From an optimization exercise on the open Yosys and OpenROAD flow, aimed at a short achievable clock period and few clock cycles per item; shortcuts taken in it are not production practice. In this exercise RTL edits were held to simulation tests only and were not proved equivalent to the original. No activity file was given, so power comes from the tool's default toggle rates.

// pipeline_cpu
module pipeline_cpu (
    input  logic  clock,
    input  logic  rst_n,
    output cpu_pkg::word_t address_imem,
    input  cpu_pkg::word_t q_imem,
    output cpu_pkg::word_t address_dmem,
    output cpu_pkg::word_t data,
    output logic  wren,
    input  cpu_pkg::word_t q_dmem
);
Size: roughly 8100 cells after synthesis, ~1700 flip-flops, ~160 I/O pins.
make LEC_CHECK=0 CAP_MARGIN=20 CELL_PAD_IN_SITES_DETAIL_PLACEMENT=1 CORE_MARGIN=2 CORE_UTILIZATION=40 PLACE_DENSITY=0.5 SETUP_SLACK_MARGIN=5 SLEW_MARGIN=20 finish   # period 8.5 ns
run.sh (not shown) runs the stock make flow with config.mk's settings and CLKGATE_MAP_FILE= SYNTH_SCRIPT=/design/flow/synth_recipe.tcl, a recipe that flattens the netlist after the stock synthesis.
Testbench counts at the start, summed over its fixed seeds: cycles 73,827, instrs 69,073.
Then changed:
--- a/flow/design.v
+++ b/flow/design.v
@@ -103,39 +103,50 @@
     logic [4:0]       bt_iter [BT_N];    
     logic [4:0]       bt_trip [BT_N];    
     logic             bt_conf [BT_N];    
     logic [31:0] pc1, npc, npc_norm, npc_t, npc_n;
     logic [BT_IW-1:0] f_idx;
     logic        f_hit, f_isj, f_isbr, f_take;
     logic [31:0] f_jt, f_imm, f_btgt;
     logic        f_btgt_co;
     logic        e_redir, e_taken, stall;
-    assign address_imem = pc;
+    logic [31:0] pc_out_n;
+    assign address_imem = ~pc_out_n;
     assign pc1   = pc + 32'd1;
     assign f_idx  = pc[BT_IW-1:0];
     assign f_hit  = bt_v[f_idx];
     assign f_isj  = (q_imem[31:27] == 5'd1);
     assign f_isbr = (q_imem[31:27] == 5'd2) || (q_imem[31:27] == 5'd6);
     assign f_take = f_isbr && (f_hit ? bt_pt[f_idx] : q_imem[16]);
     assign f_jt   = {5'd0, q_imem[26:0]};
     assign f_imm  = {{15{q_imem[16]}}, q_imem[16:0]};
-    ks_add32 u_btgt (.a(pc), .b(f_imm), .cin(1'b1), .s(f_btgt), .cout(f_btgt_co));
+    logic [17:0] f_lo;
+    logic [14:0] pc_hi, pc_hi_p1, pc_hi_m1;
+    assign f_lo     = {1'b0, pc[16:0]} + {1'b0, q_imem[16:0]} + 18'd1;
+    assign pc_hi    = pc[31:17];
+    assign pc_hi_p1 = pc[31:17] + 15'd1;
+    assign pc_hi_m1 = pc[31:17] - 15'd1;
+    assign f_btgt[16:0]  = f_lo[16:0];
+    assign f_btgt[31:17] = (q_imem[16] == f_lo[17]) ? pc_hi : q_imem[16] ? pc_hi_m1 : pc_hi_p1;
+    assign f_btgt_co = 1'b0;
     assign npc_norm = stall ? pc : f_isj ? f_jt : f_take ? f_btgt : pc1;
     assign npc_t    = dx_mp_t ? dx_tgt : npc_norm;
     assign npc_n    = dx_mp_n ? dx_pc1 : npc_norm;
     assign npc      = e_taken ? npc_t : npc_n;
     assign e_redir  = e_taken ? dx_mp_t : dx_mp_n;
     always_ff @(posedge clock or negedge rst_n) begin
         if (!rst_n) begin
             pc       <= '0;
+            pc_out_n <= '1;
             fd_valid <= 1'b0;
         end else begin
             pc       <= npc;
+            pc_out_n <= ~npc;
             fd_valid <= e_redir ? 1'b0 : stall ? fd_valid : 1'b1;
         end
     end
     always_ff @(posedge clock) begin
         if (!stall) begin
             fd_ir    <= q_imem;
             fd_isr   <= (q_imem[31:27] == 5'd0);
             fd_baddr <= (q_imem[31:27] == 5'd0) ? q_imem[16:12] : q_imem[26:22];
             fd_rsoh  <= 32'd1 << q_imem[21:17];
Utilization rose by 0.75 points.
Power rose by 2.1%.
Non-clock buffer count rose by 73.
First-iteration DRC count rose by about 3%.
Sequential power hardly moves.
Clock power barely changes.
Final area rose by about 3%.
Register-to-register slack gets worse by 0.09 ns.
Via count rose by about 2.4%.
Wire length rose by 1.4%.
Synthesized cell count rose by 2.7%.
Cell count rose by about 2.6%.
Testbench counts after the change, summed over its fixed seeds: cycles 73,827, instrs 69,073.

Another version of the RTL of pipeline_cpu (not shown whole).
For scale: ~8,200 cells after synthesis, about 160 I/O pins.
export LEC_CHECK = 0
export CAP_MARGIN = 20
export CELL_PAD_IN_SITES_DETAIL_PLACEMENT = 1
export CORE_MARGIN = 2
export CORE_UTILIZATION = 40
export PLACE_DENSITY = 0.5
export SETUP_SLACK_MARGIN = 5
export SLEW_MARGIN = 20
create_clock -name core_clock -period 8.5 [get_ports {clock}]
The starting point ran to the end with no violations.
Testbench counts at the start, summed over its fixed seeds: cycles 73,827, instrs 69,073.
Next try:
--- a/flow/design.v
+++ b/flow/design.v
@@ -115,15 +115,23 @@
     assign f_idx  = pc[BT_IW-1:0];
     assign f_hit  = bt_v[f_idx];
     assign f_isj  = (q_imem[31:27] == 5'd1);
     assign f_isbr = (q_imem[31:27] == 5'd2) || (q_imem[31:27] == 5'd6);
     assign f_take = f_isbr && (f_hit ? bt_pt[f_idx] : q_imem[16]);
     assign f_jt   = {5'd0, q_imem[26:0]};
     assign f_imm  = {{15{q_imem[16]}}, q_imem[16:0]};
-    ks_add32 u_btgt (.a(pc), .b(f_imm), .cin(1'b1), .s(f_btgt), .cout(f_btgt_co));
+    logic [17:0] f_lo;
+    logic [14:0] pc_hi, pc_hi_p1, pc_hi_m1;
+    assign f_lo     = {1'b0, pc[16:0]} + {1'b0, q_imem[16:0]} + 18'd1;
+    assign pc_hi    = pc[31:17];
+    assign pc_hi_p1 = pc[31:17] + 15'd1;
+    assign pc_hi_m1 = pc[31:17] - 15'd1;
+    assign f_btgt[16:0]  = f_lo[16:0];
+    assign f_btgt[31:17] = (q_imem[16] == f_lo[17]) ? pc_hi : q_imem[16] ? pc_hi_m1 : pc_hi_p1;
+    assign f_btgt_co = 1'b0;
     assign npc_norm = stall ? pc : f_isj ? f_jt : f_take ? f_btgt : pc1;
     assign npc_t    = dx_mp_t ? dx_tgt : npc_norm;
     assign npc_n    = dx_mp_n ? dx_pc1 : npc_norm;
     assign npc      = e_taken ? npc_t : npc_n;
     assign e_redir  = e_taken ? dx_mp_t : dx_mp_n;
     always_ff @(posedge clock or negedge rst_n) begin
         if (!rst_n) begin
@@ -380,31 +388,43 @@
         n_iter = 5'd0;
         n_trip = dx_iter;
         n_conf = (dx_iter == dx_trip);
         n_pt   = n_ctr[1] && !(n_conf && n_iter == n_trip);
     end
     logic             bu_e;
     logic [BT_IW-1:0] bu_idx;
-    logic [1:0]       bu_ctr;
-    logic [4:0]       bu_iter, bu_trip;
-    logic             bu_conf, bu_pt;
+    logic             bu_tk;
+    logic [1:0]       bu_tctr, bu_nctr, bu_ctr;
+    logic [4:0]       bu_titer, bu_niter, bu_ttrip, bu_ntrip, bu_iter, bu_trip;
+    logic             bu_tconf, bu_nconf, bu_tpt, bu_npt, bu_conf, bu_pt;
+    assign bu_ctr  = bu_tk ? bu_tctr  : bu_nctr;
+    assign bu_iter = bu_tk ? bu_titer : bu_niter;
+    assign bu_trip = bu_tk ? bu_ttrip : bu_ntrip;
+    assign bu_conf = bu_tk ? bu_tconf : bu_nconf;
+    assign bu_pt   = bu_tk ? bu_tpt   : bu_npt;
     always_ff @(posedge clock or negedge rst_n) begin
         if (!rst_n) begin
             bu_e <= 1'b0;
         end else begin
             bu_e <= e_bwr;
         end
     end
     always_ff @(posedge clock) begin
         bu_idx  <= dx_pc[BT_IW-1:0];
-        bu_ctr  <= e_taken ? t_ctr  : n_ctr;
-        bu_iter <= e_taken ? t_iter : n_iter;
-        bu_trip <= e_taken ? t_trip : n_trip;
-        bu_conf <= e_taken ? t_conf : n_conf;
-        bu_pt   <= e_taken ? t_pt   : n_pt;
+        bu_tk    <= e_taken;
+        bu_tctr  <= t_ctr;
+        bu_nctr  <= n_ctr;
+        bu_titer <= t_iter;
+        bu_niter <= n_iter;
+        bu_ttrip <= t_trip;
+        bu_ntrip <= n_trip;
+        bu_tconf <= t_conf;
+        bu_nconf <= n_conf;
+        bu_tpt   <= t_pt;
+        bu_npt   <= n_pt;
     end
     always_ff @(posedge clock or negedge rst_n) begin
         if (!rst_n) begin
             for (int i = 0; i < BT_N; i++) begin
                 bt_v[i]    <= 1'b0;
                 bt_pt[i]   <= 1'b0;
                 bt_ctr[i]  <= '0;
The changed run produced a clean layout. Via count climbs by about 2%. Routed wire length is higher by 1.1%. Worst setup slack got worse by 0.18 ns. Cell area falls by 0.55%. Hold slack is about the same. Flip-flop and latch count went up by 10. Final cell count goes up by 1.6%.
Testbench counts after the change, summed over its fixed seeds: cycles 73,827, instrs 69,073.

==> separate check: timing with driven ports <==
Ports are ideal in the flow. The routed layouts listed here were re-timed in OpenROAD.
Step 1 assumes that a clkbuf_16 drives the clock port and a buf_2 every other input.
Step 2 also shifts input and output timing later by t, the mid clock arrival at the registers, as if the neighbouring blocks saw the same clock.
Three values: no drivers, after step 1, after step 2; two values: the first two.
run | t (ns) | setup slack, ns | worst setup path at the end | worst register clock-pin slew, ns
the first run of note 1 | 0.972 | 4.832 / 4.832 / 4.055 | input to register | 0.07 / 0.07
the second run of note 1 | 0.967 | 4.632 / 4.722 / 3.755 | input to register | 0.07 / 0.07
the first run of note 2 | 0.958 | 4.784 / 4.784 / 3.949 | input to register | 0.07 / 0.07
the second run of note 2 | 0.967 | 4.604 / 4.604 / 3.714 | input to register | 0.07 / 0.07
After both steps setup and hold are still met in every run listed. For the second run of note 2, which loses most, drivers alone change the setup slack by 0.000 ns; drivers and shift together by -0.890 ns.
